What follows belongs to an exercise in optimizing a design on an open flow for small area; a production flow would make more cautious choices. Only simulation tests tie the RTL to the original design; equivalence was not proved. Power and IR drop assume default switching activity.

===== flow/run.sh =====
#!/bin/bash
# synth_recipe.tcl (not shown) runs the flow's synth.tcl, then flattens the netlist and writes it again
# the make line also repeats each setting of config.mk as NAME=value (left out here)
make -C /OpenROAD-flow-scripts/flow DESIGN_CONFIG=/design/flow/config.mk WORK_HOME=/design/flow/orfs CLKGATE_MAP_FILE= SYNTH_SCRIPT=/design/flow/synth_recipe.tcl finish

===== flow/constraint.sdc =====
create_clock -name core_clock -period 5.0 [get_ports {clk}]
set_input_delay 1.0000 -clock core_clock [delete_from_list [all_inputs] [get_ports {clk}]]
set_output_delay 1.0000 -clock core_clock [all_outputs]
set_load 0.01 [all_outputs]

===== flow/design.v =====
`default_nettype none
package pw_data_pkg;
   typedef logic [8-1:0] pixel_t;
   typedef logic [4*8-1:0] pixel_group_u;
   typedef logic [3*3*8-1:0] feature_t;
endpackage
`default_nettype wire
`default_nettype none
package pw_ctrl_pkg;
   typedef logic [3-1:0] group_idx_t;
   typedef logic [3:0] group_count_t;
   typedef logic [$clog2(4)-1:0] bank_slot_t;
   typedef logic [1:0] col_count_t;
endpackage
`default_nettype wire
`timescale 1ns/1ps
`default_nettype none
module window_loader (
   input  logic                      clk,
   input  logic                      rst_n,
   input  logic                      frame_start,
   input  pw_ctrl_pkg::group_count_t num_groups,
   input  logic                      col_valid,
   input  logic                      rd_en,
   output logic                      load,
   output logic                      col_last,
   output pw_ctrl_pkg::group_idx_t   wr_group,
   output logic                      rd_fire,
   output logic                      window_ready
);
   localparam pw_ctrl_pkg::col_count_t full_cols = pw_ctrl_pkg::col_count_t'(3);
   pw_ctrl_pkg::group_idx_t group_cnt;
   pw_ctrl_pkg::col_count_t loaded_cnt;
   assign col_last = col_valid &&
                     (pw_ctrl_pkg::group_count_t'(group_cnt) == num_groups - pw_ctrl_pkg::group_count_t'(1));
   assign load = col_valid && !frame_start;
   always_ff @(posedge clk or negedge rst_n) begin
      if (!rst_n) begin
         group_cnt  <= '0;
         loaded_cnt <= '0;
      end else if (frame_start) begin
         group_cnt  <= '0;
         loaded_cnt <= '0;
      end else if (col_valid) begin
         if (col_last) begin
            group_cnt <= '0;
            if (loaded_cnt != full_cols) begin
               loaded_cnt <= loaded_cnt + pw_ctrl_pkg::col_count_t'(1);
            end
         end else begin
            group_cnt <= group_cnt + pw_ctrl_pkg::group_idx_t'(1);
         end
      end
   end
   always_ff @(posedge clk or negedge rst_n) begin
      if (!rst_n) begin
         window_ready <= 1'b0;
      end else if (frame_start) begin
         window_ready <= 1'b0;
      end else if (col_last && loaded_cnt == full_cols - pw_ctrl_pkg::col_count_t'(1)) begin
         window_ready <= 1'b1;
      end
   end
   assign wr_group = group_cnt;
   assign rd_fire  = rd_en && window_ready;
endmodule
`default_nettype wire
`timescale 1ns/1ps
`default_nettype none
module column_bank (
   input  logic                                                       clk,
   input  logic [8-1:0]                                  wr_en,
   input  logic [8-1:0][3*4*8-1:0] wr_data,
   output logic [8-1:0][3*4*8-1:0] col_data
);
   for (genvar g = 0; g < 8; g++) begin : g_word
      always_ff @(posedge clk) begin
         if (wr_en[g]) begin
            col_data[g] <= wr_data[g];
         end
      end
   end
endmodule
`default_nettype wire
`timescale 1ns/1ps
`default_nettype none
module column_bank_array (
   input  logic                                              clk,
   input  logic                                              rst_n,
   input  logic                                              load,
   input  logic                                              col_last,
   input  pw_ctrl_pkg::group_idx_t                           wr_group,
   input  pw_data_pkg::pixel_group_u                         data0,
   input  pw_data_pkg::pixel_group_u                         data1,
   input  pw_data_pkg::pixel_group_u                         data2,
   output logic [3-1:0][8-1:0][3*4*8-1:0] win_data
);
   localparam int W = 3*4*8;
   logic [W-1:0]                  in_word;
   pw_ctrl_pkg::group_idx_t       in_group;
   logic                          in_valid;
   logic                          in_last;
   logic                          commit;
   logic [8-1:0]     fill_en;
   logic [8-1:0][W-1:0] fill_wdata;
   logic [8-1:0][W-1:0] fill_data;
   always_ff @(posedge clk) begin
      in_word  <= {data2, data1, data0};
      in_group <= wr_group;
   end
   always_ff @(posedge clk or negedge rst_n) begin
      if (!rst_n) begin
         in_valid <= 1'b0;
         in_last  <= 1'b0;
         commit   <= 1'b0;
      end else begin
         in_valid <= load;
         in_last  <= load && col_last;
         commit   <= in_last;
      end
   end
   for (genvar g = 0; g < 8; g++) begin : g_fill
      assign fill_en[g]    = in_valid && (in_group == pw_ctrl_pkg::group_idx_t'(g));
      assign fill_wdata[g] = in_word;
   end
   column_bank u_fill (
      .clk      (clk),
      .wr_en    (fill_en),
      .wr_data  (fill_wdata),
      .col_data (fill_data)
   );
   column_bank u_newest (
      .clk      (clk),
      .wr_en    ({8{commit}}),
      .wr_data  (fill_data),
      .col_data (win_data[2])
   );
   column_bank u_middle (
      .clk      (clk),
      .wr_en    ({8{commit}}),
      .wr_data  (win_data[2]),
      .col_data (win_data[1])
   );
   column_bank u_oldest (
      .clk      (clk),
      .wr_en    ({8{commit}}),
      .wr_data  (win_data[1]),
      .col_data (win_data[0])
   );
endmodule
`default_nettype wire
`timescale 1ns/1ps
`default_nettype none
module window_assembler (
   input  logic                                              clk,
   input  logic                                              rst_n,
   input  logic                                              frame_start,
   input  logic                                              rd_fire,
   input  pw_ctrl_pkg::group_idx_t                           rd_group,
   input  logic [3-1:0][8-1:0][3*4*8-1:0] win_data,
   output logic                                              out_valid,
   output pw_data_pkg::feature_t                             feature1,
   output pw_data_pkg::feature_t                             feature2,
   output pw_data_pkg::feature_t                             feature3,
   output pw_data_pkg::feature_t                             feature4
);
   logic                    fire_d;
   pw_ctrl_pkg::group_idx_t grp_d;
   logic [8-1:0] sel_q;
   pw_data_pkg::feature_t   feat [4];
   always_ff @(posedge clk or negedge rst_n) begin
      if (!rst_n) begin
         fire_d    <= 1'b0;
         out_valid <= 1'b0;
      end else if (frame_start) begin
         fire_d    <= 1'b0;
         out_valid <= 1'b0;
      end else begin
         fire_d    <= rd_fire;
         out_valid <= fire_d;
      end
   end
   always_ff @(posedge clk) begin
      grp_d <= rd_group;
      for (int g = 0; g < 8; g++) begin
         sel_q[g] <= (grp_d == pw_ctrl_pkg::group_idx_t'(g));
      end
   end
   for (genvar c = 0; c < 3; c++) begin : g_col
      logic [3*4*8-1:0] word;
      always_comb begin
         word = '0;
         for (int g = 0; g < 8; g++) begin
            word = word | (win_data[c][g] & {(3*4*8){sel_q[g]}});
         end
      end
      for (genvar r = 0; r < 3; r++) begin : g_row
         for (genvar k = 0; k < 4; k++) begin : g_lane
            assign feat[k][(r*3 + c)*8 +: 8] =
                   word[(r*4 + k)*8 +: 8];
         end
      end
   end
   assign feature1 = feat[0];
   assign feature2 = feat[1];
   assign feature3 = feat[2];
   assign feature4 = feat[3];
endmodule
`default_nettype wire
`timescale 1ns/1ps
`default_nettype none
module pixel_window (
   input  logic                      clk,
   input  logic                      rst_n,
   input  logic                      frame_start,
   input  pw_ctrl_pkg::group_count_t num_groups,
   input  logic                      col_valid,
   input  pw_data_pkg::pixel_group_u data0,
   input  pw_data_pkg::pixel_group_u data1,
   input  pw_data_pkg::pixel_group_u data2,
   input  logic                      rd_en,
   input  pw_ctrl_pkg::group_idx_t   rd_group,
   output logic                      window_ready,
   output logic                      out_valid,
   output pw_data_pkg::feature_t     feature1,
   output pw_data_pkg::feature_t     feature2,
   output pw_data_pkg::feature_t     feature3,
   output pw_data_pkg::feature_t     feature4
);
   logic                    load;
   logic                    col_last;
   pw_ctrl_pkg::group_idx_t wr_group;
   logic                    rd_fire;
   logic [3-1:0][8-1:0][3*4*8-1:0] win_data;
   window_loader u_loader (
      .clk          (clk),
      .rst_n        (rst_n),
      .frame_start  (frame_start),
      .num_groups   (num_groups),
      .col_valid    (col_valid),
      .rd_en        (rd_en),
      .load         (load),
      .col_last     (col_last),
      .wr_group     (wr_group),
      .rd_fire      (rd_fire),
      .window_ready (window_ready)
   );
   column_bank_array u_banks (
      .clk      (clk),
      .rst_n    (rst_n),
      .load     (load),
      .col_last (col_last),
      .wr_group (wr_group),
      .data0    (data0),
      .data1    (data1),
      .data2    (data2),
      .win_data (win_data)
   );
   window_assembler u_assembler (
      .clk         (clk),
      .rst_n       (rst_n),
      .frame_start (frame_start),
      .rd_fire     (rd_fire),
      .rd_group    (rd_group),
      .win_data    (win_data),
      .out_valid   (out_valid),
      .feature1    (feature1),
      .feature2    (feature2),
      .feature3    (feature3),
      .feature4    (feature4)
   );
endmodule
`default_nettype wire

===== flow/config.mk =====
export PLATFORM = sky130hd
export DESIGN_NAME = pixel_window
export DESIGN_NICKNAME = pixel_window
export VERILOG_FILES = /design/flow/design.v
export SDC_FILE = /design/flow/constraint.sdc
export NUM_CORES = 4
export LEC_CHECK = 0
export CAP_MARGIN = 20
export CORE_MARGIN = 2
export CORE_UTILIZATION = 40
export SLEW_MARGIN = 20

==> qor.log, run 1 <==
INFO  status         outcome=complete, no violations
INFO  timing         number_of_failing_hold_endpoints_at_the_final_stage=0
INFO  timing         achievable-frequency=234.7MHz
INFO  clocking       cts_resized=0
INFO  yosys          avgSynthCellArea=21.53um2
INFO  layout         drive_gt1_share=11.03%
INFO  critical_path  critical_path.startpoint=u_assembler.sel_q[0]
INFO  yosys          synth_seq_cells=3193
INFO  timing         setup_repair_after_global_routing_missed_its_margin=no
INFO  timing         fin_worst_skew=59.16ps
INFO  floorplanning  num_io_pins=398
INFO  layout         area_growth=18.57%
INFO  yosys          synth_enable_flop_cells=3072
INFO  critical_path  reg2reg_to=u_banks.u_middle.col_data[229]
INFO  yosys          most_frequently_used_cell_type_in_the_post_synthesis_netlist=sky130_fd_sc_hd__edfxtp_1
INFO  clocking       cts_inserted_buffers=326
INFO  clocking       tritoncts_num_sinks=3193
INFO  grt            grt_start_max_net_pins=160
INFO  yosys          synth.top_cell.area_share=86.57%
INFO  timing         worst_pin_slew=1061ps
INFO  critical_path  r2r_setup_slack=2490ps
INFO  yosys          postSynthNetCount=5061
INFO  floorplanning  die_w=520.1um
INFO  timing         setup_violators_final=0
INFO  floorplanning  start_util=40.20%
INFO  timing         min_period_over_period=85.21%
INFO  yosys          seq_area_frac_synth=88.90%
INFO  worst_hold_path worst_min_delay_path_startpoint=u_banks.in_last
INFO  grt            grt.overflow.total=0
INFO  routing        drc_errors=0
INFO  yosys          yosys_most_used_dff=sky130_fd_sc_hd__edfxtp_1
INFO  clocking       cts_buffer_depth=4
INFO  grt            global_route.usage.total=16.53%
INFO  worst_hold_path timing.hold.worst_endpoint=u_banks.commit
INFO  placed_design  gp_congestion=0.7511
INFO  placed_design  dp_wirelength=127100um
INFO  critical_path  worst_r2r_startpoint=u_banks.commit
INFO  yosys          synthesis.area=106600um2
INFO  worst_hold_path hold_class=reg2reg
INFO  yosys          post_synth_inst_count=4949
INFO  grt            number_of_global_route_vias_before_repair=51860
INFO  layout         final_cells=9375
INFO  power_and_ir_drop pwr_dens=435.9nW/um2
INFO  yosys          top_post_synthesis_cells_by_area=sky130_fd_sc_hd__edfxtp_1 87%, sky130_fd_sc_hd__a22oi_1 8.1%, sky130_fd_sc_hd__dfxtp_1 2.1%
INFO  critical_path  worst_ep_arrival_time=3260ps
INFO  placed_design  placed_cells=8783
INFO  routing        routed_via_density=5.396
INFO  timing         fin_crit=4260ps
INFO  yosys          most_instantiated_cells_after_synthesis=3072 x sky130_fd_sc_hd__edfxtp_1, 1152 x sky130_fd_sc_hd__a22oi_1, 288 x sky130_fd_sc_hd__nand4_1
INFO  yosys          yosys_warnings=5
INFO  routing        drt_iter0_markers=5348
INFO  placed_design  buffer_ports.inserted=397
INFO  clocking       path_clk_slew=60ps
INFO  yosys          ys_types=31
INFO  critical_path  worst-setup-path-type=reg2out
INFO  critical_path  worstPathMaxFanout=37
INFO  clocking       postCtsHoldBufs=0
INFO  clocking       cts_tree=built
INFO  layout         finalNetCount=5690
INFO  timing         max_slew_violations=0
INFO  power_and_ir_drop vdd.ir_drop.worst=398.0uV
INFO  routing        total_wirelength_of_the_detailed_routed_design=230300um
INFO  critical_path  endpoint_kind=output port
INFO  floorplanning  die-area=270500um2
INFO  floorplanning  placeableCoreArea=265100um2
INFO  yosys          synth_largest_area_cell=sky130_fd_sc_hd__edfxtp_1
INFO  routing        detail_route.first_pass.iterations=24
INFO  grt            first_pass_grt_wire_length=333600um
INFO  yosys          synth-async-reset-ratio=0.3445%
INFO  routing        via_count=50590
INFO  routing        routed_wire_length_per_instance=24.56um
INFO  clocking       post-cts-setup-buffer-count=0
INFO  layout         final_layout_fill_cell_count=21470
INFO  clocking       worstSkewPairLatency=870ps
INFO  power_and_ir_drop p_leak=38.87nW
INFO  run            maxCapViolations=0
INFO  timing         finalSetupTns=0ps
INFO  grt            grt_antenna_before_repair=13
INFO  floorplanning  core.rowCount=189
INFO  routing        ant_nets=0
INFO  power_and_ir_drop report.power.total=55.07mW
INFO  critical_path  rr_worst_depth=3
INFO  critical_path  startpoint_class=flip-flop
INFO  worst_hold_path worst_hold_path.num_cells=0
INFO  clocking       h-tree-depth=5
INFO  clocking       root_buffer=sky130_fd_sc_hd__clkbuf_16
INFO  timing         relSlewSlack=29.28%
INFO  critical_path  cp.required=4000ps
INFO  layout         final_util=47.66%
INFO  floorplanning  die_h=520.1um
[registers in the layout (all words and copies together), names as in the netlist, 2 cells and up]
| name | flops |
|---|---|
| u_banks.u_fill.col_data | 768 |
| u_banks.u_middle.col_data | 768 |
| u_assembler.grp_d | 3 |
| u_assembler.sel_q | 8 |
| u_loader.group_cnt | 3 |
| u_loader.loaded_cnt | 2 |
| u_banks.u_oldest.col_data | 768 |
| u_banks.in_group | 3 |
| u_banks.in_word | 96 |
| u_banks.u_newest.col_data | 768 |
[how the worst max path moves through the flow]
stage	to	slack, ps	cells after the start
after floorplan	u_banks.u_middle.col_data[0]	-11250	0
after CTS	feature3[13]	590	5
final	feature1[51]	740	5
after detailed placement	feature3[13]	1530	5
after global routing	feature4[70]	530	5
after global placement	feature4[32]	1460	4
[final cells by class]
cell class	instances	area (um2)	area share [%]
Clock inverter	146	1391	1.101
Multi-Input combinational cell	1496	10900	8.624
Antenna cell	5	12.51	0.009903
Tap cell	3533	4420	3.499
Timing Repair Buffer	558	5948	4.708
Clock buffer	441	8904	7.047
Sequential cell	3193	94760	75.00
Inverter	3	11.26	0.008913
[cells in the final DEF, fill, tap and decap left out, types with 5 or more instances in the layout]
| cell | synthesis | layout |
|---|---|---|
| sky130_fd_sc_hd__edfxtp_1 | 3072 | 3072 |
| sky130_fd_sc_hd__a22oi_1 | 1152 | 1152 |
| sky130_fd_sc_hd__clkdlybuf4s50_1 | 0 | 397 |
| sky130_fd_sc_hd__clkbuf_16 | 0 | 329 |
| sky130_fd_sc_hd__nand4_1 | 288 | 288 |
| sky130_fd_sc_hd__dfxtp_1 | 110 | 102 |
| sky130_fd_sc_hd__buf_4 | 0 | 101 |
| sky130_fd_sc_hd__clkbuf_1 | 227 | 87 |
| sky130_fd_sc_hd__buf_12 | 0 | 58 |
| sky130_fd_sc_hd__clkinv_2 | 0 | 53 |
| sky130_fd_sc_hd__clkinv_1 | 0 | 40 |
| sky130_fd_sc_hd__clkbuf_8 | 0 | 25 |
| sky130_fd_sc_hd__bufinv_16 | 0 | 19 |
| sky130_fd_sc_hd__clkinvlp_4 | 0 | 11 |
| sky130_fd_sc_hd__dfrtp_1 | 11 | 10 |
| sky130_fd_sc_hd__inv_6 | 0 | 9 |
| sky130_fd_sc_hd__nor2_1 | 14 | 8 |
| sky130_fd_sc_hd__dfxtp_4 | 0 | 8 |
| sky130_fd_sc_hd__nor2_4 | 0 | 6 |
| sky130_fd_sc_hd__diode_2 | 0 | 5 |
| sky130_fd_sc_hd__nand2_1 | 5 | 5 |
| sky130_fd_sc_hd__inv_16 | 0 | 5 |
[metrics by stage]
step / setup WS [ps] / instance area [um2] / hold WS [ps]
floorplan: -11250 / 106600 / 331.2
global placement: 1461 / 116000 / 335.3
detailed placement: 1530 / 116000 / 347.7
CTS: 585.8 / 126300 / 361.0
global route: 530.2 / 126300 / 367.0
finish: 739.7 / 126300 / 359.6
[worst max-delay path, stage by stage, from the launching register on]
cell and delay, ps:
sky130_fd_sc_hd__dfxtp_4 690, sky130_fd_sc_hd__buf_12 360, sky130_fd_sc_hd__buf_12 280, sky130_fd_sc_hd__a22oi_1 140
sky130_fd_sc_hd__nand4_1 180, sky130_fd_sc_hd__clkdlybuf4s50_1 620
[metal layers]
layer	vias up	global-route usage [%]	part of all wire (%)	routed length (um)
met4	0	5.299	2.9	6654
met2	1709	26.70	48	110000
met3	400	3.344	6.2	14300
met5	-	0	0	0
met1	26210	22.54	43	99290
li1	22270	-	-	-
[kinds of logic (layout without fill, tap and decap cells)]
logic type | count (synthesis) | in the layout | synth area share [%]
DFF | 3193 | 3193 | 88.90
AOI/OAI and AO/OA | 1157 | 1157 | 8.156
and+or+nand+nor | 329 | 329 | 1.902
buffers and inverters | 260 | 1148 | 0.9288
adders and majority gates | 4 | 4 | 0.04697
xor gates and xnor gates | 4 | 4 | 0.04697
muxes | 2 | 2 | 0.02113
other | 0 | 5 | 0
[where the power goes]
| part | switching [mW] | leakage, nW | internal (mW) |
|---|---|---|---|
| Combinational | 1.21 | 5.07 | 0.816 |
| Sequential | 0.238 | 28.8 | 29.5 |
| Clock | 9.76 | 5.03 | 13.5 |
| Total | 11.2 | 38.9 | 43.9 |
==> run 2: changes to the inputs <==
==> flow/flow/run.sh (new file) <==
#!/bin/bash
# Standard ORFS layout with three changes:
#  - port buffers use the smallest plain buffer (repair_design still resizes them as needed)
#  - CTS without dummy loads, with larger sink clusters on clkbuf_16
# Full make output goes to standard.log in the work folder; ORFS step logs stay under orfs/logs.
set -euo pipefail
cd "$(dirname "$0")/.."
bash standard.sh \
  "BUFFER_PORTS_ARGS=-buffer_cell sky130_fd_sc_hd__buf_1" \
  "CTS_ARGS=-sink_clustering_enable -repair_clock_nets -dont_use_dummy_load -buf_list sky130_fd_sc_hd__clkbuf_16 -sink_clustering_size 30 -sink_clustering_max_diameter 80" \
  finish > standard.log 2>&1
==> flow/standard.sh (new file) <==
#!/bin/bash
# synth_recipe.tcl (not shown) runs the flow's synth.tcl, then flattens the netlist and writes it again
# the make line also repeats each setting of config.mk as NAME=value (left out here)
make -C /OpenROAD-flow-scripts/flow DESIGN_CONFIG=/design/flow/config.mk WORK_HOME=/design/flow/orfs CLKGATE_MAP_FILE= SYNTH_SCRIPT=/design/flow/synth_recipe.tcl "${@:-finish}"
removed: flow/run.sh
==> qor.log, run 2 <==
INFO  critical_path  worst_ep_arrival_time=3120ps [was 3260 ps]
INFO  clocking       cts_tree=built [unchanged]
INFO  yosys          top_post_synthesis_cells_by_area=sky130_fd_sc_hd__edfxtp_1 87%, sky130_fd_sc_hd__a22oi_1 8.1%, sky130_fd_sc_hd__dfxtp_1 2.1% [unchanged]
INFO  routing        via_count=49180 [was 50590]
INFO  floorplanning  num_io_pins=398 [unchanged]
INFO  floorplanning  core.rowCount=189 [unchanged]
INFO  clocking       post-cts-setup-buffer-count=0 [unchanged]
INFO  routing        routed_wire_length_per_instance=25.44um [was 24.56 um]
INFO  timing         worst_pin_slew=1060ps [was 1061 ps]
INFO  placed_design  postPlaceCellArea=113400um2 [was 116000 um2]
INFO  yosys          ys_types=31 [unchanged]
INFO  power_and_ir_drop pwr_dens=377.0nW/um2 [was 435.9 nW/um2]
INFO  clocking       root_buffer=sky130_fd_sc_hd__clkbuf_16 [unchanged]
INFO  yosys          synthesis.area=106600um2 [unchanged]
INFO  power_and_ir_drop seq_power_share=67.3% [was 54.0%]
INFO  yosys          yosys_warnings=5 [unchanged]
INFO  layout         finalNetCount=5507 [was 5690]
INFO  yosys          most_frequently_used_cell_type_in_the_post_synthesis_netlist=sky130_fd_sc_hd__edfxtp_1 [unchanged]
INFO  yosys          synth-async-reset-ratio=0.3445% [unchanged]
INFO  timing         min_period_over_period=82.49% [was 85.21%]
INFO  routing        total_wirelength_of_the_detailed_routed_design=227200um [was 230300 um]
INFO  yosys          synth_enable_flop_cells=3072 [unchanged]
INFO  power_and_ir_drop p_leak=34.56nW [was 38.87 nW]
INFO  timing         number_of_failing_hold_endpoints_at_the_final_stage=0 [unchanged]
INFO  power_and_ir_drop power.clock.fraction=29.0% [was 42.3%]
INFO  clocking       cts_inserted_buffers=148 [was 326]
INFO  timing         max_slew_violations=0 [unchanged]
INFO  floorplanning  die_w=520.1um [unchanged]
INFO  yosys          synth.top_cell.area_share=86.57% [unchanged]
INFO  routing        routed_via_density=5.506 [was 5.396]
INFO  yosys          synth_seq_cells=3193 [unchanged]
INFO  timing         setup_violators_final=0 [unchanged]
INFO  floorplanning  die-area=270500um2 [unchanged]
INFO  critical_path  worstPathMaxFanout=39 [was 37]
INFO  yosys          avgSynthCellArea=21.53um2 [unchanged]
INFO  yosys          yosys_most_used_dff=sky130_fd_sc_hd__edfxtp_1 [unchanged]
INFO  placed_design  gp_congestion=0.7580 [was 0.7511]
INFO  yosys          synth_largest_area_cell=sky130_fd_sc_hd__edfxtp_1 [unchanged]
INFO  yosys          most_instantiated_cells_after_synthesis=3072 x sky130_fd_sc_hd__edfxtp_1, 1152 x sky130_fd_sc_hd__a22oi_1, 288 x sky130_fd_sc_hd__nand4_1 [unchanged]
INFO  timing         setup_repair_after_global_routing_missed_its_margin=no [unchanged]
INFO  grt            grt_start_max_net_pins=161 [was 160]
INFO  clocking       postCtsHoldBufs=0 [unchanged]
INFO  layout         post-route-cell-area=117100um2 [was 126300 um2]
INFO  timing         finalSetupTns=0ps [unchanged]
INFO  run            maxCapViolations=0 [unchanged]
INFO  floorplanning  start_util=40.20% [unchanged]
INFO  grt            number_of_global_route_vias_before_repair=49270 [was 51860]
INFO  critical_path  startpoint_class=flip-flop [unchanged]
INFO  timing         fin_crit=4124ps [was 4260 ps]
INFO  grt            grt.overflow.total=0 [unchanged]
INFO  placed_design  buffer_ports.inserted=397 [unchanged]
INFO  clocking       cts_resized=0 [unchanged]
INFO  timing         fin_worst_skew=111.6ps [was 59.16 ps]
INFO  power_and_ir_drop pwr-share-comb=3.7% [about the same]
INFO  yosys          post_synth_inst_count=4949 [unchanged]
INFO  routing        ant_nets=0 [unchanged]
INFO  status         outcome=complete, no violations [unchanged]
INFO  layout         area_growth=9.907% [was 18.57%]
INFO  clocking       cts_buffer_depth=4 [unchanged]
INFO  placed_design  dp_wirelength=128600um [was 127100 um]
INFO  layout         drive_gt1_share=6.063% [was 11.03%]
INFO  timing         achievable-frequency=242.5MHz [was 234.7 MHz]
INFO  critical_path  endpoint_kind=output port [unchanged]
INFO  critical_path  worst-setup-path-type=reg2out [unchanged]
INFO  clocking       worstSkewPairLatency=860ps [was 870 ps]
INFO  yosys          postSynthNetCount=5061 [unchanged]
INFO  critical_path  cp.required=4000ps [about the same]
INFO  timing         relSlewSlack=29.30% [was 29.28%]
INFO  power_and_ir_drop net_switching_power=8.914mW [was 11.21 mW]
INFO  grt            grt_antenna_before_repair=19 [was 13]
INFO  grt            first_pass_grt_wire_length=326500um [was 333600 um]
INFO  power_and_ir_drop p_int=35.24mW [was 43.87 mW]
INFO  floorplanning  placeableCoreArea=265100um2 [unchanged]
INFO  power_and_ir_drop switching_share_of_total_power=20.19% [was 20.35%]
INFO  worst_hold_path hold_class=in2async [was reg2reg]
INFO  routing        drt_iter0_markers=5613 [was 5348]
INFO  clocking       path_clk_slew=100ps [was 60 ps]
INFO  floorplanning  die_h=520.1um [unchanged]
INFO  grt            global_route.usage.total=16.30% [was 16.53%]
INFO  routing        detail_route.first_pass.iterations=25 [was 24]
INFO  power_and_ir_drop vdd.ir_drop.worst=321.9uV [was 398.0 uV]
INFO  clocking       tritoncts_num_sinks=3193 [unchanged]
INFO  placed_design  pre_cts_slack=1736ps [was 1530 ps]
INFO  placed_design  placed_cells=8778 [was 8783]
INFO  layout         final_common_cell=sky130_fd_sc_hd__edfxtp_1 [unchanged]
INFO  yosys          seq_area_frac_synth=88.90% [unchanged]
INFO  timing         timing.final.ws_setup=875.7ps [was 739.7 ps]
INFO  power_and_ir_drop report.power.total=44.16mW [was 55.07 mW]
INFO  routing        drc_errors=0 [unchanged]
INFO  layout         final_cells=8932 [was 9375]
INFO  clocking       h-tree-depth=4 [was 5]
INFO  layout         layout.cells.most_common_list=3072 x sky130_fd_sc_hd__edfxtp_1, 1152 x sky130_fd_sc_hd__a22oi_1, 397 x sky130_fd_sc_hd__buf_1 [was 3072 x sky130_fd_sc_hd__edfxtp_1, 1152 x sky130_fd_sc_hd__a22oi_1, 397 x sky130_fd_sc_hd__clkdlybuf4s50_1]
run 2: layout make-up:
cell class / count / area [um2]
Tap cell: 3533 / 4420
Inverter: 3 / 11.26
Timing Repair Buffer: 553 / 3307
Multi-Input combinational cell: 1496 / 10900
Clock buffer: 148 / 3704
Antenna cell: 6 / 15.01
Sequential cell: 3193 / 94760
Fill cell: 22390 / 148000
run 2: worst paths after layout:
kind,startpoint,to,slack (ps),depth (start not counted)
min,rst_n,u_assembler.fire_d,110,1
max,u_assembler.sel_q[1],feature3[45],880,4
max in group asynchronous,rst_n,u_banks.commit,4430,1
max reg2reg,u_banks.commit,u_banks.u_oldest.col_data[524],2670,2
min in group core_clock,data1[25],u_banks.in_word[57],200,1
min reg2reg,u_banks.u_fill.col_data[381],u_banks.u_newest.col_data[381],350,0
run 2: through the flow:
| step | utilization, % | hold WS (ps) |
|---|---|---|
| final | 44.18 | 113.4 |
| after global routing | 44.18 | 92.56 |
| after CTS | 44.17 | 43.46 |
| after detailed placement | 42.78 | 338.9 |
| after global placement | 42.77 | 335.7 |
| after floorplan | - | 331.2 |
run 2: power groups by stage:
stage	logic [mW]	clock network, mW	registers [mW]
after floorplan	0.739	0	30.6
after global placement	1.66	0	30.3
after detailed placement	1.67	0	30.3
after CTS	1.68	13.2	29.7
after global routing	1.77	14.0	29.8
final	1.64	12.8	29.7
run 2: cells by family after synthesis:
group                    synth area share (%)
AO/OA/AOI/OAI                           8.156
XOR/XNOR                              0.04697
flip-flops                              88.90
multiplexers                          0.02113
adder cells (fa/ha/maj)               0.04697
buffers and inverters                  0.9288
AND/OR/NAND/NOR                         1.902
run 2: per-layer routing:
metal	track usage, %	share of wire (%)	vias up
met2	26.84	49	1573
met1	22.21	43	25730
li1	-	-	21580
met4	4.627	2.6	4
met5	0	0.014	-
met3	3.003	6.1	293
run 2: worst max-delay path, cell delays in order (launching register included):
cell and delay [ps]:
sky130_fd_sc_hd__dfxtp_4 970, sky130_fd_sc_hd__buf_4 590, sky130_fd_sc_hd__a22oi_1 190, sky130_fd_sc_hd__nand4_1 240
sky130_fd_sc_hd__buf_1 180
==> run 3: changes to the inputs <==
--- a/flow/design.v
+++ b/flow/design.v
@@ -26,3 +26,2 @@
    output logic                      col_last,
-   output pw_ctrl_pkg::group_idx_t   wr_group,
    output logic                      rd_fire,
@@ -63,3 +62,2 @@
    end
-   assign wr_group = group_cnt;
    assign rd_fire  = rd_en && window_ready;
@@ -91,3 +89,2 @@
    input  logic                                              col_last,
-   input  pw_ctrl_pkg::group_idx_t                           wr_group,
    input  pw_data_pkg::pixel_group_u                         data0,
@@ -98,53 +95,38 @@
    localparam int W = 3*4*8;
-   logic [W-1:0]                  in_word;
-   pw_ctrl_pkg::group_idx_t       in_group;
-   logic                          in_valid;
-   logic                          in_last;
-   logic                          commit;
-   logic [8-1:0]     fill_en;
-   logic [8-1:0][W-1:0] fill_wdata;
-   logic [8-1:0][W-1:0] fill_data;
-   always_ff @(posedge clk) begin
-      in_word  <= {data2, data1, data0};
-      in_group <= wr_group;
-   end
-   always_ff @(posedge clk or negedge rst_n) begin
-      if (!rst_n) begin
-         in_valid <= 1'b0;
-         in_last  <= 1'b0;
-         commit   <= 1'b0;
+   localparam int G = 8;
+   logic [W-1:0]         in_word1, in_word2;
+   logic                 in_valid1, in_valid2;
+   logic                 in_last1, in_last2;
+   logic [G-1:1][W-1:0]  fill_data;
+   logic [G-1:0][W-1:0]  next_col;
+   always_ff @(posedge clk) begin
+      in_word1 <= {data2, data1, data0};
+      in_word2 <= in_word1;
+   end
+   always_ff @(posedge clk or negedge rst_n) begin
+      if (!rst_n) begin
+         in_valid1 <= 1'b0;
+         in_last1  <= 1'b0;
+         in_valid2 <= 1'b0;
+         in_last2  <= 1'b0;
       end else begin
-         in_valid <= load;
-         in_last  <= load && col_last;
-         commit   <= in_last;
-      end
-   end
-   for (genvar g = 0; g < 8; g++) begin : g_fill
-      assign fill_en[g]    = in_valid && (in_group == pw_ctrl_pkg::group_idx_t'(g));
-      assign fill_wdata[g] = in_word;
-   end
-   column_bank u_fill (
-      .clk      (clk),
-      .wr_en    (fill_en),
-      .wr_data  (fill_wdata),
-      .col_data (fill_data)
-   );
-   column_bank u_newest (
-      .clk      (clk),
-      .wr_en    ({8{commit}}),
-      .wr_data  (fill_data),
-      .col_data (win_data[2])
-   );
-   column_bank u_middle (
-      .clk      (clk),
-      .wr_en    ({8{commit}}),
-      .wr_data  (win_data[2]),
-      .col_data (win_data[1])
-   );
-   column_bank u_oldest (
-      .clk      (clk),
-      .wr_en    ({8{commit}}),
-      .wr_data  (win_data[1]),
-      .col_data (win_data[0])
-   );
+         in_valid1 <= load;
+         in_last1  <= load && col_last;
+         in_valid2 <= in_valid1;
+         in_last2  <= in_last1;
+      end
+   end
+   assign next_col = {in_word2, fill_data};
+   always_ff @(posedge clk) begin
+      if (in_valid2) begin
+         fill_data <= next_col[G-1:1];
+      end
+   end
+   always_ff @(posedge clk) begin
+      if (in_last2) begin
+         win_data[2] <= next_col;
+         win_data[1] <= win_data[2];
+         win_data[0] <= win_data[1];
+      end
+   end
 endmodule
@@ -158,2 +140,3 @@
    input  logic                                              rd_fire,
+   input  pw_ctrl_pkg::group_count_t                         num_groups,
    input  pw_ctrl_pkg::group_idx_t                           rd_group,
@@ -183,3 +166,3 @@
    always_ff @(posedge clk) begin
-      grp_d <= rd_group;
+      grp_d <= rd_group - pw_ctrl_pkg::group_idx_t'(num_groups);
       for (int g = 0; g < 8; g++) begin
@@ -231,3 +214,2 @@
    logic                    col_last;
-   pw_ctrl_pkg::group_idx_t wr_group;
    logic                    rd_fire;
@@ -243,3 +225,2 @@
       .col_last     (col_last),
-      .wr_group     (wr_group),
       .rd_fire      (rd_fire),
@@ -252,3 +233,2 @@
       .col_last (col_last),
-      .wr_group (wr_group),
       .data0    (data0),
@@ -263,2 +243,3 @@
       .rd_fire     (rd_fire),
+      .num_groups  (num_groups),
       .rd_group    (rd_group),
==> qor.log, run 3 <==
INFO  status         outcome=complete, no violations [unchanged]
INFO  routing        routed_wire_length_per_instance=22.89um [was 25.44 um]
INFO  clocking       post-cts-setup-buffer-count=0 [unchanged]
INFO  critical_path  worst_r2r_startpoint=u_banks.in_last2 [was u_banks.commit]
INFO  timing         finalSetupTns=0ps [unchanged]
INFO  layout         finalNetCount=5508 [was 5507]
INFO  timing         setup_violators_final=0 [unchanged]
INFO  layout         reg.largest.list=u_banks.win_data (2304), u_banks.fill_data (672)
INFO  critical_path  worst_ep_arrival_time=3120ps [about the same]
INFO  floorplanning  core.rowCount=188 [was 189]
INFO  yosys          top_post_synthesis_cells_by_area=sky130_fd_sc_hd__edfxtp_1 85%, sky130_fd_sc_hd__a22oi_1 8.2%, sky130_fd_sc_hd__dfxtp_1 3.8% [was sky130_fd_sc_hd__edfxtp_1 87%, sky130_fd_sc_hd__a22oi_1 8.1%, sky130_fd_sc_hd__dfxtp_1 2.1%]
INFO  critical_path  worst_setup_path_endpoint=feature2[59] [was feature3[45]]
INFO  timing         number_of_failing_hold_endpoints_at_the_final_stage=0 [unchanged]
INFO  clocking       worstSkewPairLatency=840ps [was 860 ps]
INFO  grt            grt_antenna_before_repair=9 [was 19]
INFO  run            maxCapViolations=0 [unchanged]
INFO  yosys          ys_types=31 [unchanged]
INFO  yosys          synth_largest_area_cell=sky130_fd_sc_hd__edfxtp_1 [unchanged]
INFO  floorplanning  placeableCoreArea=262500um2 [was 265100 um2]
INFO  layout         area_growth=9.747% [was 9.907%]
INFO  yosys          synthesis.area=105600um2 [was 106600 um2]
INFO  clocking       cts_resized=0 [unchanged]
INFO  clocking       root_buffer=sky130_fd_sc_hd__clkbuf_16 [unchanged]
INFO  timing         fin_crit=4120ps [was 4124 ps]
INFO  timing         fin_worst_skew=120.8ps [was 111.6 ps]
INFO  floorplanning  die_h=517.8um [was 520.1 um]
INFO  grt            number_of_global_route_vias_before_repair=48670 [was 49270]
INFO  layout         final_layout_fill_cell_count=22330 [was 22390]
INFO  timing         max_slew_violations=0 [unchanged]
INFO  routing        total_wirelength_of_the_detailed_routed_design=204000um [was 227200 um]
INFO  power_and_ir_drop pwr_dens=393.3nW/um2 [was 377.0 nW/um2]
INFO  floorplanning  die_w=517.8um [was 520.1 um]
INFO  yosys          most_instantiated_cells_after_synthesis=2976 x sky130_fd_sc_hd__edfxtp_1, 1152 x sky130_fd_sc_hd__a22oi_1, 288 x sky130_fd_sc_hd__nand4_1 [was 3072 x sky130_fd_sc_hd__edfxtp_1, 1152 x sky130_fd_sc_hd__a22oi_1, 288 x sky130_fd_sc_hd__nand4_1]
INFO  yosys          postSynthNetCount=5057 [was 5061]
INFO  yosys          post_synth_inst_count=4943 [was 4949]
INFO  critical_path  cp.required=4000ps [about the same]
INFO  critical_path  worstPathMaxFanout=62 [was 39]
INFO  timing         achievable-frequency=242.7MHz [was 242.5 MHz]
INFO  clocking       h-tree-depth=4 [unchanged]
INFO  floorplanning  start_util=40.22% [was 40.20%]
INFO  floorplanning  die-area=268100um2 [was 270500 um2]
INFO  timing         timing.final.ws_setup=880.5ps [was 875.7 ps]
INFO  routing        drt_iter0_markers=5047 [was 5613]
INFO  layout         final_cells=8913 [was 8932]
INFO  layout         final_util=44.14% [was 44.18%]
INFO  routing        routed_via_density=5.401 [was 5.506]
INFO  timing         min_period_over_period=82.39% [was 82.49%]
INFO  yosys          most_frequently_used_cell_type_in_the_post_synthesis_netlist=sky130_fd_sc_hd__edfxtp_1 [unchanged]
INFO  yosys          synth_enable_flop_cells=2976 [was 3072]
INFO  floorplanning  num_io_pins=398 [unchanged]
INFO  routing        via_count=48140 [was 49180]
INFO  routing        detail_route.first_pass.iterations=6 [was 25]
INFO  placed_design  placed_cells=8765 [was 8778]
INFO  grt            grt.overflow.total=0 [unchanged]
INFO  layout         largest_register_ff_count=2304
INFO  yosys          synth.top_cell.area_share=84.65% [was 86.57%]
INFO  placed_design  gp_congestion=0.7682 [was 0.7580]
INFO  critical_path  endpoint_kind=output port [unchanged]
INFO  yosys          synth-async-reset-ratio=0.3761% [was 0.3445%]
INFO  timing         relSlewSlack=24.19% [was 29.30%]
INFO  routing        drc_errors=0 [unchanged]
INFO  grt            global_route.usage.total=14.73% [was 16.30%]
INFO  power_and_ir_drop vdd.ir_drop.worst=346.2uV [was 321.9 uV]
INFO  routing        ant_nets=0 [unchanged]
INFO  yosys          avgSynthCellArea=21.36um2 [was 21.53 um2]
INFO  clocking       postCtsHoldBufs=0 [unchanged]
INFO  power_and_ir_drop p_leak=34.68nW [was 34.56 nW]
INFO  placed_design  dp_wirelength=122800um [was 128600 um]
INFO  clocking       cts_buffer_depth=3 [was 4]
INFO  yosys          yosys_warnings=4 [was 5]
INFO  placed_design  postPlaceCellArea=112300um2 [was 113400 um2]
INFO  clocking       path_clk_slew=100ps [about the same]
INFO  grt            first_pass_grt_wire_length=304600um [was 326500 um]
INFO  critical_path  startpoint_class=flip-flop [unchanged]
INFO  placed_design  buffer_ports.inserted=397 [unchanged]
INFO  layout         drive_gt1_share=6.009% [was 6.063%]
INFO  worst_hold_path hold_class=in2async [unchanged]
INFO  clocking       cts_inserted_buffers=142 [was 148]
INFO  layout         post-route-cell-area=115900um2 [was 117100 um2]
INFO  placed_design  pre_cts_slack=1737ps [was 1736 ps]
INFO  critical_path  critical_path.startpoint=u_assembler.sel_q[4] [was u_assembler.sel_q[1]]
INFO  critical_path  worst-setup-path-type=reg2out [unchanged]
INFO  layout         layout.cells.most_common_list=2976 x sky130_fd_sc_hd__edfxtp_1, 1152 x sky130_fd_sc_hd__a22oi_1, 397 x sky130_fd_sc_hd__buf_1 [was 3072 x sky130_fd_sc_hd__edfxtp_1, 1152 x sky130_fd_sc_hd__a22oi_1, 397 x sky130_fd_sc_hd__buf_1]
INFO  critical_path  rr_worst_depth=1 [was 2]
INFO  layout         final_common_cell=sky130_fd_sc_hd__edfxtp_1 [unchanged]
INFO  yosys          seq_area_frac_synth=88.78% [was 88.90%]
INFO  timing         worst_pin_slew=1137ps [was 1060 ps]
INFO  yosys          synth_seq_cells=3191 [was 3193]
INFO  timing         setup_repair_after_global_routing_missed_its_margin=no [unchanged]
INFO  clocking       cts_tree=built [unchanged]
INFO  clocking       tritoncts_num_sinks=3191 [was 3193]
INFO  layout         largest-register=u_banks.win_data
INFO  grt            grt_start_max_net_pins=181 [was 161]
INFO  critical_path  reg2reg_to=u_banks.win_data[1548] [was u_banks.u_oldest.col_data[524]]
INFO  critical_path  r2r_setup_slack=2510ps [was 2670 ps]
INFO  yosys          yosys_most_used_dff=sky130_fd_sc_hd__edfxtp_1 [unchanged]
## run 3: cell count changes after synthesis, sizes merged, moves of 5 or more
cell	delta
buf	-13
inv	+5
clkbuf	+13
dfxtp	+93
edfxtp	-96
nor2	-10
## run 3: power by group
part           internal (mW)  switching, mW  leakage [nW]  total [mW]
logic                   1.11           2.66          4.02        3.78
clock network           5.09           7.39          1.75        12.5
registers               29.1          0.253          28.9        29.3
total                   35.3           10.3          34.7        45.6
## run 3: cell type report
class | instances | area, um2 | area share, %
diodes | 6 | 15.01 | 0.01296
multi-input cells | 1487 | 10850 | 9.366
clock buffers | 142 | 3553 | 3.067
flip-flops and latches | 3191 | 93770 | 80.93
inverters | 8 | 30.03 | 0.02592
repair buffers | 564 | 3252 | 2.807
well taps | 3515 | 4398 | 3.796
## run 3: worst max-delay path: stages, from the launching register on
cell,delay (ps)
sky130_fd_sc_hd__dfxtp_4,1010
sky130_fd_sc_hd__buf_12,410
sky130_fd_sc_hd__a22oi_1,160
sky130_fd_sc_hd__nand4_1,340
sky130_fd_sc_hd__buf_1,200
## run 3: how the worst min path moves through the flow
stage,depth (start not counted),start,slack [ps],to
after detailed placement,0,u_banks.in_word1[10],310,u_banks.in_word2[10]
after floorplan,0,u_banks.in_word1[0],310,u_banks.in_word2[0]
after global routing,1,rst_n,120,u_assembler.out_valid
after global placement,0,u_banks.in_word1[14],310,u_banks.in_word2[14]
final,1,rst_n,130,u_assembler.out_valid
after CTS,1,rst_n,60,u_assembler.out_valid
## run 3: layer usage
metal | global-route usage (%) | up-vias | part of all wire, %
met1 | 20.70 | 25140 | 45
met3 | 2.665 | 239 | 5.5
met4 | 4.415 | 4 | 2.5
met2 | 23.48 | 1275 | 47
li1 | - | 21480 | -
met5 | 0 | - | 0.010
## run 3: per-stage QoR
| step | hold WS, ps | power, mW |
|---|---|---|
| 5_1_grt | 115.6 | 47.19 |
| 4_1_cts | 63.18 | 46.11 |
| 6_report | 133.7 | 45.57 |
| 3_5_place_dp | 312.1 | 33.80 |
| 3_3_place_gp | 310.6 | 33.77 |
| 2_1_floorplan | 309.6 | 31.98 |
## run 3: cells by family (layout without fill, tap and decap cells)
kind of cell	after synthesis	in the layout	synth area share, %
AOI/OAI and AO/OA	1159	1159	8.259
xor gates and xnor gates	5	5	0.04149
adders and majority gates	6	6	0.07822
buffers and inverters	265	714	0.9422
DFF	3191	3191	88.78
muxes	3	3	0.03081
other	0	6	0
and+or+nand+nor	314	314	1.869
==> run 4: changes to the inputs <==
--- a/flow/design.v
+++ b/flow/design.v
@@ -99,2 +99,3 @@
    logic                 in_last1, in_last2;
+   logic                 in_hold2, in_keep2;
    logic [G-1:1][W-1:0]  fill_data;
@@ -111,2 +112,4 @@
          in_last2  <= 1'b0;
+         in_hold2  <= 1'b1;
+         in_keep2  <= 1'b1;
       end else begin
@@ -116,2 +119,4 @@
          in_last2  <= in_last1;
+         in_hold2  <= !in_valid1;
+         in_keep2  <= !in_last1;
       end
@@ -120,12 +125,9 @@
    always_ff @(posedge clk) begin
-      if (in_valid2) begin
-         fill_data <= next_col[G-1:1];
-      end
-   end
-   always_ff @(posedge clk) begin
-      if (in_last2) begin
-         win_data[2] <= next_col;
-         win_data[1] <= win_data[2];
-         win_data[0] <= win_data[1];
-      end
+      fill_data <= (next_col[G-1:1] & {((G-1)*W){in_valid2}}) |
+                   (fill_data       & {((G-1)*W){in_hold2}});
+   end
+   always_ff @(posedge clk) begin
+      win_data[2] <= (next_col    & {(G*W){in_last2}}) | (win_data[2] & {(G*W){in_keep2}});
+      win_data[1] <= (win_data[2] & {(G*W){in_last2}}) | (win_data[1] & {(G*W){in_keep2}});
+      win_data[0] <= (win_data[1] & {(G*W){in_last2}}) | (win_data[0] & {(G*W){in_keep2}});
    end
==> qor.log, run 4 <==
INFO  power_and_ir_drop p_leak=42.11nW [was 34.68 nW]
INFO  yosys          avgSynthCellArea=12.23um2 [was 21.36 um2]
INFO  routing        via_count=74360 [was 48140]
INFO  grt            number_of_global_route_vias_before_repair=70850 [was 48670]
INFO  timing         number_of_failing_hold_endpoints_at_the_final_stage=0 [unchanged]
INFO  placed_design  postPlaceCellArea=109000um2 [was 112300 um2]
INFO  floorplanning  die_w=516.4um [was 517.8 um]
INFO  layout         largest-register=u_banks.win_data [unchanged]
INFO  routing        routed_via_density=6.238 [was 5.401]
INFO  clocking       cts_resized=0 [unchanged]
INFO  floorplanning  placeableCoreArea=261800um2 [was 262500 um2]
INFO  placed_design  buffer_ports.inserted=397 [unchanged]
INFO  yosys          top_post_synthesis_cells_by_area=sky130_fd_sc_hd__dfxtp_1 61%, sky130_fd_sc_hd__a22o_1 25%, sky130_fd_sc_hd__a22oi_1 8.2% [was sky130_fd_sc_hd__edfxtp_1 85%, sky130_fd_sc_hd__a22oi_1 8.2%, sky130_fd_sc_hd__dfxtp_1 3.8%]
INFO  yosys          synth_enable_flop_cells=0 [was 2976]
INFO  layout         finalNetCount=8515 [was 5508]
INFO  layout         area_growth=7.260% [was 9.747%]
INFO  clocking       path_clk_slew=110ps [was 100 ps]
INFO  status         outcome=complete, no violations [unchanged]
INFO  critical_path  worst_r2r_startpoint=u_banks.in_keep2 [was u_banks.in_last2]
INFO  critical_path  worstPathBufferInverterCount=2 [unchanged]
INFO  power_and_ir_drop report.power.total=46.92mW [was 45.57 mW]
INFO  routing        drt_iter0_markers=8205 [was 5047]
INFO  yosys          synth_seq_cells=3193 [was 3191]
INFO  timing         worst_pin_slew=1108ps [was 1137 ps]
INFO  placed_design  dp_wirelength=166800um [was 122800 um]
INFO  placed_design  gp_congestion=0.8039 [was 0.7682]
INFO  timing         max_slew_violations=0 [unchanged]
INFO  timing         setup_violators_final=0 [unchanged]
INFO  floorplanning  die_h=516.4um [was 517.8 um]
INFO  grt            global_route.usage.total=19.99% [was 14.73%]
INFO  critical_path  worstPathMaxFanout=42 [was 62]
INFO  yosys          most_instantiated_cells_after_synthesis=3179 x sky130_fd_sc_hd__dfxtp_1, 2976 x sky130_fd_sc_hd__a22o_1, 1152 x sky130_fd_sc_hd__a22oi_1 [was 2976 x sky130_fd_sc_hd__edfxtp_1, 1152 x sky130_fd_sc_hd__a22oi_1, 288 x sky130_fd_sc_hd__nand4_1]
INFO  floorplanning  core.rowCount=188 [unchanged]
INFO  clocking       worstSkewPairLatency=810ps [was 840 ps]
INFO  grt            met3_capacity_usage_during_global_routing=2.974% [was 2.665%]
INFO  critical_path  worst_ep_arrival_time=3050ps [was 3120 ps]
INFO  yosys          synth_largest_area_cell=sky130_fd_sc_hd__dfxtp_1 [was sky130_fd_sc_hd__edfxtp_1]
INFO  layout         final_layout_fill_cell_count=24070 [was 22330]
INFO  critical_path  cp.required=4000ps [about the same]
INFO  routing        routed_wire_length_per_instance=23.52um [was 22.89 um]
INFO  critical_path  endpoint_kind=output port [unchanged]
INFO  timing         fin_worst_skew=100.9ps [was 120.8 ps]
INFO  critical_path  path_cells=buf_4 -> a22oi_1 -> nand4_1 -> buf_1 [was buf_12 -> a22oi_1 -> nand4_1 -> buf_1]
INFO  layout         drive_gt1_share=4.167% [was 6.009%]
INFO  routing        ant_nets=0 [unchanged]
INFO  critical_path  crit_path_cell_count=4 [unchanged]
INFO  critical_path  critical_path.max_stage_delay=1090ps [was 1010 ps]
INFO  yosys          yosys_most_used_dff=sky130_fd_sc_hd__dfxtp_1 [was sky130_fd_sc_hd__edfxtp_1]
INFO  timing         setup_repair_after_global_routing_missed_its_margin=no [unchanged]
INFO  critical_path  startpoint_class=flip-flop [unchanged]
INFO  yosys          most_frequently_used_cell_type_in_the_post_synthesis_netlist=sky130_fd_sc_hd__dfxtp_1 [was sky130_fd_sc_hd__edfxtp_1]
INFO  grt            first_pass_grt_wire_length=434200um [was 304600 um]
INFO  clocking       tritoncts_num_sinks=3193 [was 3191]
INFO  yosys          synth-async-reset-ratio=0.4385% [was 0.3761%]
INFO  yosys          synth.top_cell.area_share=60.61% [was 84.65%]
INFO  timing         relSlewSlack=26.15% [was 24.19%]
INFO  critical_path  worst_setup_path_endpoint=feature3[9] [was feature2[59]]
INFO  floorplanning  die-area=266600um2 [was 268100 um2]
INFO  grt            grt-busiest-layer=met2 [unchanged]
INFO  yosys          yosys_warnings=4 [unchanged]
INFO  critical_path  critical_path_s_top_delay_family=flip-flops [unchanged]
INFO  power_and_ir_drop pwr_dens=416.6nW/um2 [was 393.3 nW/um2]
INFO  power_and_ir_drop vdd.ir_drop.worst=313.5uV [was 346.2 uV]
INFO  floorplanning  num_io_pins=398 [unchanged]
INFO  clocking       cts_tree=built [unchanged]
INFO  timing         min_period_over_period=80.95% [was 82.39%]
INFO  yosys          seq_area_frac_synth=60.94% [was 88.78%]
INFO  clocking       cts_buffer_depth=3 [unchanged]
INFO  timing         finalSetupTns=0ps [unchanged]
INFO  routing        drc_errors=0 [unchanged]
INFO  worst_hold_path hold_class=in2async [unchanged]
INFO  layout         layout.cells.most_common_list=3171 x sky130_fd_sc_hd__dfxtp_1, 2976 x sky130_fd_sc_hd__a22o_1, 1152 x sky130_fd_sc_hd__a22oi_1 [was 2976 x sky130_fd_sc_hd__edfxtp_1, 1152 x sky130_fd_sc_hd__a22oi_1, 397 x sky130_fd_sc_hd__buf_1]
INFO  clocking       h-tree-depth=4 [unchanged]
INFO  timing         achievable-frequency=247.1MHz [was 242.7 MHz]
INFO  yosys          post_synth_inst_count=8585 [was 4943]
INFO  layout         reg.largest.list=u_banks.win_data (2304), u_banks.fill_data (672) [unchanged]
INFO  yosys          synthesis.area=105000um2 [was 105600 um2]
INFO  layout         final_common_cell=sky130_fd_sc_hd__dfxtp_1 [was sky130_fd_sc_hd__edfxtp_1]
INFO  yosys          ys_types=31 [unchanged]
INFO  critical_path  slowest_stage=sky130_fd_sc_hd__dfxtp_4 [unchanged]
INFO  critical_path  worst-setup-path-type=reg2out [unchanged]
INFO  clocking       postCtsHoldBufs=0 [unchanged]
INFO  layout         post-route-cell-area=112600um2 [was 115900 um2]
INFO  timing         fin_crit=4048ps [was 4120 ps]
INFO  critical_path  critical_path.startpoint=u_assembler.sel_q[3] [was u_assembler.sel_q[4]]
INFO  clocking       cts_inserted_buffers=145 [was 142]
INFO  grt            globalRouteMet1Util=29.57% [was 20.70%]
INFO  run            maxCapViolations=0 [unchanged]
INFO  critical_path  reg2reg_to=u_banks.win_data[243] [was u_banks.win_data[1548]]
INFO  clocking       root_buffer=sky130_fd_sc_hd__clkbuf_16 [unchanged]
INFO  routing        total_wirelength_of_the_detailed_routed_design=280400um [was 204000 um]
INFO  floorplanning  start_util=40.11% [was 40.22%]
INFO  grt            grt_antenna_before_repair=20 [was 9]
INFO  layout         largest_register_ff_count=2304 [unchanged]
INFO  grt            grt_util_met2=30.47% [was 23.48%]
INFO  clocking       post-cts-setup-buffer-count=0 [unchanged]
INFO  grt            grt_start_max_net_pins=212 [was 181]
INFO  routing        detail_route.first_pass.iterations=6 [unchanged]
INFO  grt            grt.overflow.total=0 [unchanged]
INFO  yosys          postSynthNetCount=8699 [was 5057]
INFO  critical_path  r2r_setup_slack=2420ps [was 2510 ps]
INFO  critical_path  rr_worst_depth=2 [was 1]
INFO  timing         worst_hold_slack=212.9ps [was 133.7 ps]
## run 4: cell count changes in the layout (fill, tap and decap cells not counted), moves of 2 or more
cell and change:
sky130_fd_sc_hd__buf_4 +9, sky130_fd_sc_hd__dfstp_4 +2, sky130_fd_sc_hd__a22o_1 +2976, sky130_fd_sc_hd__buf_12 +16, sky130_fd_sc_hd__a31o_1 -2, sky130_fd_sc_hd__nor2_1 +3, sky130_fd_sc_hd__dfxtp_1 +2976, sky130_fd_sc_hd__edfxtp_1 -2976
sky130_fd_sc_hd__a32o_1 +2, sky130_fd_sc_hd__inv_1 +4, sky130_fd_sc_hd__clkbuf_16 +3, sky130_fd_sc_hd__and3b_1 -2
## run 4: layout make-up
cell class              count  area, um2  share of cell area [%]
clock buffers             145       3628                   3.222
well taps                3515       4398                   3.905
repair buffers            588       3612                   3.207
flip-flops and latches   3193      64040                   56.86
inverters                  11      41.29                 0.03666
multi-input cells        4462      36890                   32.76
diodes                      6      15.01                 0.01333
## run 4: logic make-up (layout without fill, tap and decap cells)
kind of cell / Yosys count / in the layout / synth area share [%]
mux: 2 / 2 / 0.02145
buf+inv: 930 / 744 / 3.921
fa+ha+maj: 6 / 6 / 0.07865
xor+xnor: 6 / 6 / 0.06316
other cells: 0 / 6 / 0
flops: 3193 / 3193 / 60.94
compound gates: 4133 / 4133 / 33.10
simple gates: 315 / 315 / 1.871
## run 4: layer usage
metal / wire, um / share of wire, %
met3: 15860 / 5.7
met1: 134200 / 48
met4: 5557 / 2.0
met5: 66 / 0.024
met2: 124700 / 44
## run 4: worst min-delay path by stage
stage	from	to	slack, ps	cells past startpoint
final	rst_n	u_banks.in_valid2	210	1
after floorplan	u_banks.in_word1[0]	u_banks.in_word2[0]	310	0
after CTS	rst_n	u_banks.in_valid2	160	1
after detailed placement	u_banks.in_word1[0]	u_banks.in_word2[0]	310	0
after global placement	u_banks.in_word1[30]	u_banks.in_word2[30]	310	0
after global routing	data2[31]	u_banks.in_word1[95]	170	1
## run 4: per-stage QoR
step                      utilization, %  instances  worst slack [ps]
after floorplan                        -       8585              2775
after global placement             41.63      11770              1777
after detailed placement           41.63      11770              1750
after CTS                          43.01      11910             827.1
after global routing               43.02      11920             785.3
final                              43.02      11920             952.4
## run 4: where the power goes
group,switching (mW),total (mW),internal (mW)
Sequential,2.15,29.9,27.8
Clock,7.71,12.9,5.21
Combinational,2.10,4.07,1.97
Total,12.0,46.9,34.9
==> run 5: changes to the inputs <==
--- a/flow/config.mk
+++ b/flow/config.mk
@@ -9,3 +9,4 @@
 export CORE_MARGIN = 2
-export CORE_UTILIZATION = 40
+export CORE_UTILIZATION = 60
+export PLACE_DENSITY = 0.75
 export SLEW_MARGIN = 20
==> qor.log, run 5 <==
INFO  status         outcome=complete, no violations [unchanged]
INFO  critical_path  worst_ep_arrival_time=3190ps [was 3050 ps]
INFO  grt            grt_start_max_net_pins=198 [was 212]
INFO  grt            number_of_global_route_vias_before_repair=70590 [was 70850]
INFO  clocking       cts_tree=built [unchanged]
INFO  timing         relSlewSlack=24.50% [was 26.15%]
INFO  timing         fin_crit=4190ps [was 4048 ps]
INFO  critical_path  rr_worst_depth=2 [unchanged]
INFO  routing        drt_iter0_markers=8296 [was 8205]
INFO  yosys          top_post_synthesis_cells_by_area=sky130_fd_sc_hd__dfxtp_1 61%, sky130_fd_sc_hd__a22o_1 25%, sky130_fd_sc_hd__a22oi_1 8.2% [unchanged]
INFO  critical_path  cp.required=4000ps [about the same]
INFO  power_and_ir_drop report.power.total=46.03mW [was 46.92 mW]
INFO  routing        routed_via_density=6.997 [was 6.238]
INFO  layout         post-route-cell-area=110600um2 [was 112600 um2]
INFO  placed_design  postPlaceCellArea=107200um2 [was 109000 um2]
INFO  timing         timing.final.ws_setup=810.0ps [was 952.4 ps]
INFO  placed_design  pre_cts_slack=1754ps [was 1750 ps]
INFO  timing         number_of_failing_hold_endpoints_at_the_final_stage=0 [unchanged]
INFO  placed_design  dp_wirelength=150500um [was 166800 um]
INFO  floorplanning  die-area=178400um2 [was 266600 um2]
INFO  timing         finalSetupTns=0ps [unchanged]
INFO  critical_path  worst-setup-path-type=reg2out [unchanged]
INFO  timing         achievable-frequency=238.7MHz [was 247.1 MHz]
INFO  grt            global_route.usage.total=27.51% [was 19.99%]
INFO  routing        ant_nets=0 [unchanged]
INFO  grt            grt.overflow.total=0 [unchanged]
INFO  routing        total_wirelength_of_the_detailed_routed_design=257300um [was 280400 um]
INFO  grt            grt_antenna_before_repair=7 [was 20]
INFO  floorplanning  core.rowCount=153 [was 188]
INFO  layout         final_common_cell=sky130_fd_sc_hd__dfxtp_1 [unchanged]
INFO  layout         layout.cells.most_common_list=3171 x sky130_fd_sc_hd__dfxtp_1, 2976 x sky130_fd_sc_hd__a22o_1, 1152 x sky130_fd_sc_hd__a22oi_1 [unchanged]
INFO  critical_path  r2r_setup_slack=2450ps [was 2420 ps]
INFO  grt            first_pass_grt_wire_length=407900um [was 434200 um]
INFO  critical_path  startpoint_class=flip-flop [unchanged]
INFO  yosys          synthesis.area=105000um2 [unchanged]
INFO  clocking       cts_inserted_buffers=133 [was 145]
INFO  critical_path  endpoint_kind=output port [unchanged]
INFO  clocking       post-cts-setup-buffer-count=0 [unchanged]
INFO  worst_hold_path hold_class=in2async [unchanged]
INFO  placed_design  gp_congestion=0.8040 [was 0.8039]
INFO  grt            grt_util_met2=42.56% [was 30.47%]
INFO  layout         largest-register=u_banks.win_data [unchanged]
INFO  yosys          yosys_warnings=4 [unchanged]
INFO  yosys          ys_types=31 [unchanged]
INFO  timing         fin_worst_skew=57.90ps [was 100.9 ps]
INFO  floorplanning  start_util=60.41% [was 40.11%]
INFO  routing        routed_wire_length_per_instance=24.13um [was 23.52 um]
INFO  yosys          most_instantiated_cells_after_synthesis=3179 x sky130_fd_sc_hd__dfxtp_1, 2976 x sky130_fd_sc_hd__a22o_1, 1152 x sky130_fd_sc_hd__a22oi_1 [unchanged]
INFO  grt            met3_capacity_usage_during_global_routing=3.337% [was 2.974%]
INFO  yosys          yosys_most_used_dff=sky130_fd_sc_hd__dfxtp_1 [unchanged]
INFO  routing        detail_route.first_pass.iterations=8 [was 6]
INFO  clocking       cts_resized=0 [unchanged]
INFO  clocking       tritoncts_num_sinks=3193 [unchanged]
INFO  routing        drc_errors=0 [unchanged]
INFO  timing         worst_pin_slew=1133ps [was 1108 ps]
INFO  yosys          synth_largest_area_cell=sky130_fd_sc_hd__dfxtp_1 [unchanged]
INFO  clocking       worstSkewPairLatency=820ps [was 810 ps]
INFO  timing         max_slew_violations=0 [unchanged]
INFO  floorplanning  die_h=422.3um [was 516.4 um]
INFO  layout         reg.largest.list=u_banks.win_data (2304), u_banks.fill_data (672) [unchanged]
INFO  yosys          synth.top_cell.area_share=60.61% [unchanged]
INFO  power_and_ir_drop vdd.ir_drop.worst=272.9uV [was 313.5 uV]
INFO  timing         setup_repair_after_global_routing_missed_its_margin=no [unchanged]
INFO  yosys          synth_seq_cells=3193 [unchanged]
INFO  clocking       root_buffer=sky130_fd_sc_hd__clkbuf_16 [unchanged]
INFO  yosys          avgSynthCellArea=12.23um2 [unchanged]
INFO  yosys          post_synth_inst_count=8585 [unchanged]
INFO  yosys          seq_area_frac_synth=60.94% [unchanged]
INFO  layout         finalNetCount=8453 [was 8515]
INFO  layout         area_growth=5.286% [was 7.260%]
INFO  placed_design  buffer_ports.inserted=397 [unchanged]
INFO  clocking       path_clk_slew=110ps [about the same]
INFO  layout         final_util=63.60% [was 43.02%]
INFO  floorplanning  die_w=422.3um [was 516.4 um]
INFO  routing        via_count=74620 [was 74360]
INFO  yosys          postSynthNetCount=8699 [unchanged]
INFO  yosys          synth-async-reset-ratio=0.4385% [unchanged]
INFO  critical_path  worstPathMaxFanout=79 [was 42]
INFO  layout         drive_gt1_share=3.454% [was 4.167%]
INFO  power_and_ir_drop p_leak=41.73nW [was 42.11 nW]
INFO  yosys          most_frequently_used_cell_type_in_the_post_synthesis_netlist=sky130_fd_sc_hd__dfxtp_1 [unchanged]
INFO  floorplanning  num_io_pins=398 [unchanged]
INFO  power_and_ir_drop pwr_dens=416.3nW/um2 [was 416.6 nW/um2]
INFO  run            maxCapViolations=0 [unchanged]
INFO  yosys          synth_enable_flop_cells=0 [unchanged]
INFO  critical_path  reg2reg_to=u_banks.win_data[1987] [was u_banks.win_data[243]]
INFO  clocking       h-tree-depth=4 [unchanged]
INFO  timing         setup_violators_final=0 [unchanged]
INFO  clocking       postCtsHoldBufs=0 [unchanged]
INFO  floorplanning  placeableCoreArea=173800um2 [was 261800 um2]
INFO  critical_path  worst_r2r_startpoint=u_banks.in_keep2 [unchanged]
INFO  timing         min_period_over_period=83.80% [was 80.95%]
INFO  grt            grt-busiest-layer=met2 [unchanged]
INFO  clocking       cts_buffer_depth=3 [unchanged]
INFO  grt            globalRouteMet1Util=39.90% [was 29.57%]
INFO  layout         largest_register_ff_count=2304 [unchanged]
-- run 5: area by class of cell --
| type | instances | area [um2] |
|---|---|---|
| inverter | 11 | 41.29 |
| clock buffer | 133 | 3328 |
| sequential | 3193 | 64040 |
| timing repair buffer | 538 | 3337 |
| antenna | 3 | 7.507 |
| fill | 13470 | 63270 |
| multi-input combinational | 4462 | 36890 |
| tap | 2325 | 2909 |
-- run 5: per-stage QoR --
stage	hold WS [ps]	instances
final	213.2	10670
after global routing	211.5	10660
after CTS	169.9	10660
after detailed placement	312.1	10530
after global placement	309.7	10530
after floorplan	309.6	8585
-- run 5: worst max-delay path, cell delays in order, from the launching register on --
cell and delay [ps]:
sky130_fd_sc_hd__dfxtp_4 1080, sky130_fd_sc_hd__buf_12 500, sky130_fd_sc_hd__a22oi_1 140, sky130_fd_sc_hd__nand4_1 310, sky130_fd_sc_hd__buf_1 210
-- run 5: cells by family after synthesis --
family | share of synthesized area (%)
compound gates | 33.10
flops | 60.94
buf+inv | 3.921
simple gates | 1.871
xor+xnor | 0.06316
fa+ha+maj | 0.07865
mux | 0.02145
-- run 5: how the worst max path moves through the flow --
stage | start | endpoint | cells past startpoint
3_3_place_gp | u_assembler.sel_q[7] | feature1[19] | 4
6_report | u_assembler.sel_q[7] | feature1[19] | 4
3_5_place_dp | u_assembler.sel_q[7] | feature1[19] | 4
5_1_grt | u_assembler.sel_q[7] | feature1[19] | 4
2_1_floorplan | num_groups[0] | u_loader.loaded_cnt[0] | 6
4_1_cts | u_assembler.sel_q[7] | feature1[19] | 4
-- run 5: layer usage --
metal / part of all wire [%] / up-vias / routed length, um
met5: 0.011 / - / 28
met4: 3.1 / 6 / 8056
met3: 5.7 / 350 / 14630
met2: 46 / 2598 / 117500
met1: 46 / 38070 / 117100
li1: - / 33590 / -
-- run 5: where the power goes --
| group | internal (mW) | leakage, nW | switching (mW) |
|---|---|---|---|
| logic | 1.94 | 14.0 | 1.99 |
| clock network | 4.80 | 1.64 | 7.38 |
| registers | 27.8 | 26.1 | 2.15 |
| total | 34.5 | 41.7 | 11.5 |

==> afterwards: timing with drivers on the ports <==
Ports are ideal in the flow. The routed layouts listed here were re-timed in OpenROAD.
Step 1, drivers: a clkbuf_16 drives clk and a buf_2 each remaining input, both assumed.
Step 2 moves the port delays by t, midway between the first and last clock arrival at a register: inputs arrive t later, outputs are due t later. That takes back most of the time a late clock gives input paths.
Slacks: ideal ports / drivers / drivers and shift; pairs: ideal ports / drivers.
run | shift t [ns] | setup WS [ns] | hold slack, ns | clock arrival spread, ns | cell pins on the clock port's net
run 1 | 0.930 | 0.740 / 0.650 / 1.580 | 0.360 / 0.360 / 0.360 | 0.067 / 0.066 | 1
run 2 | 0.910 | 0.876 / 0.785 / 1.695 | 0.113 / 0.053 / 0.349 | 0.156 / 0.156 | 1
run 3 | 0.885 | 0.880 / 0.792 / 1.678 | 0.134 / 0.071 / 0.297 | 0.150 / 0.151 | 1
run 4 | 0.868 | 0.952 / 0.856 / 1.723 | 0.213 / 0.139 / 0.281 | 0.122 / 0.123 | 1
run 5 | 0.887 | 0.810 / 0.719 / 1.607 | 0.213 / 0.145 / 0.312 | 0.076 / 0.075 | 1
After both steps every run listed still meets setup and hold.
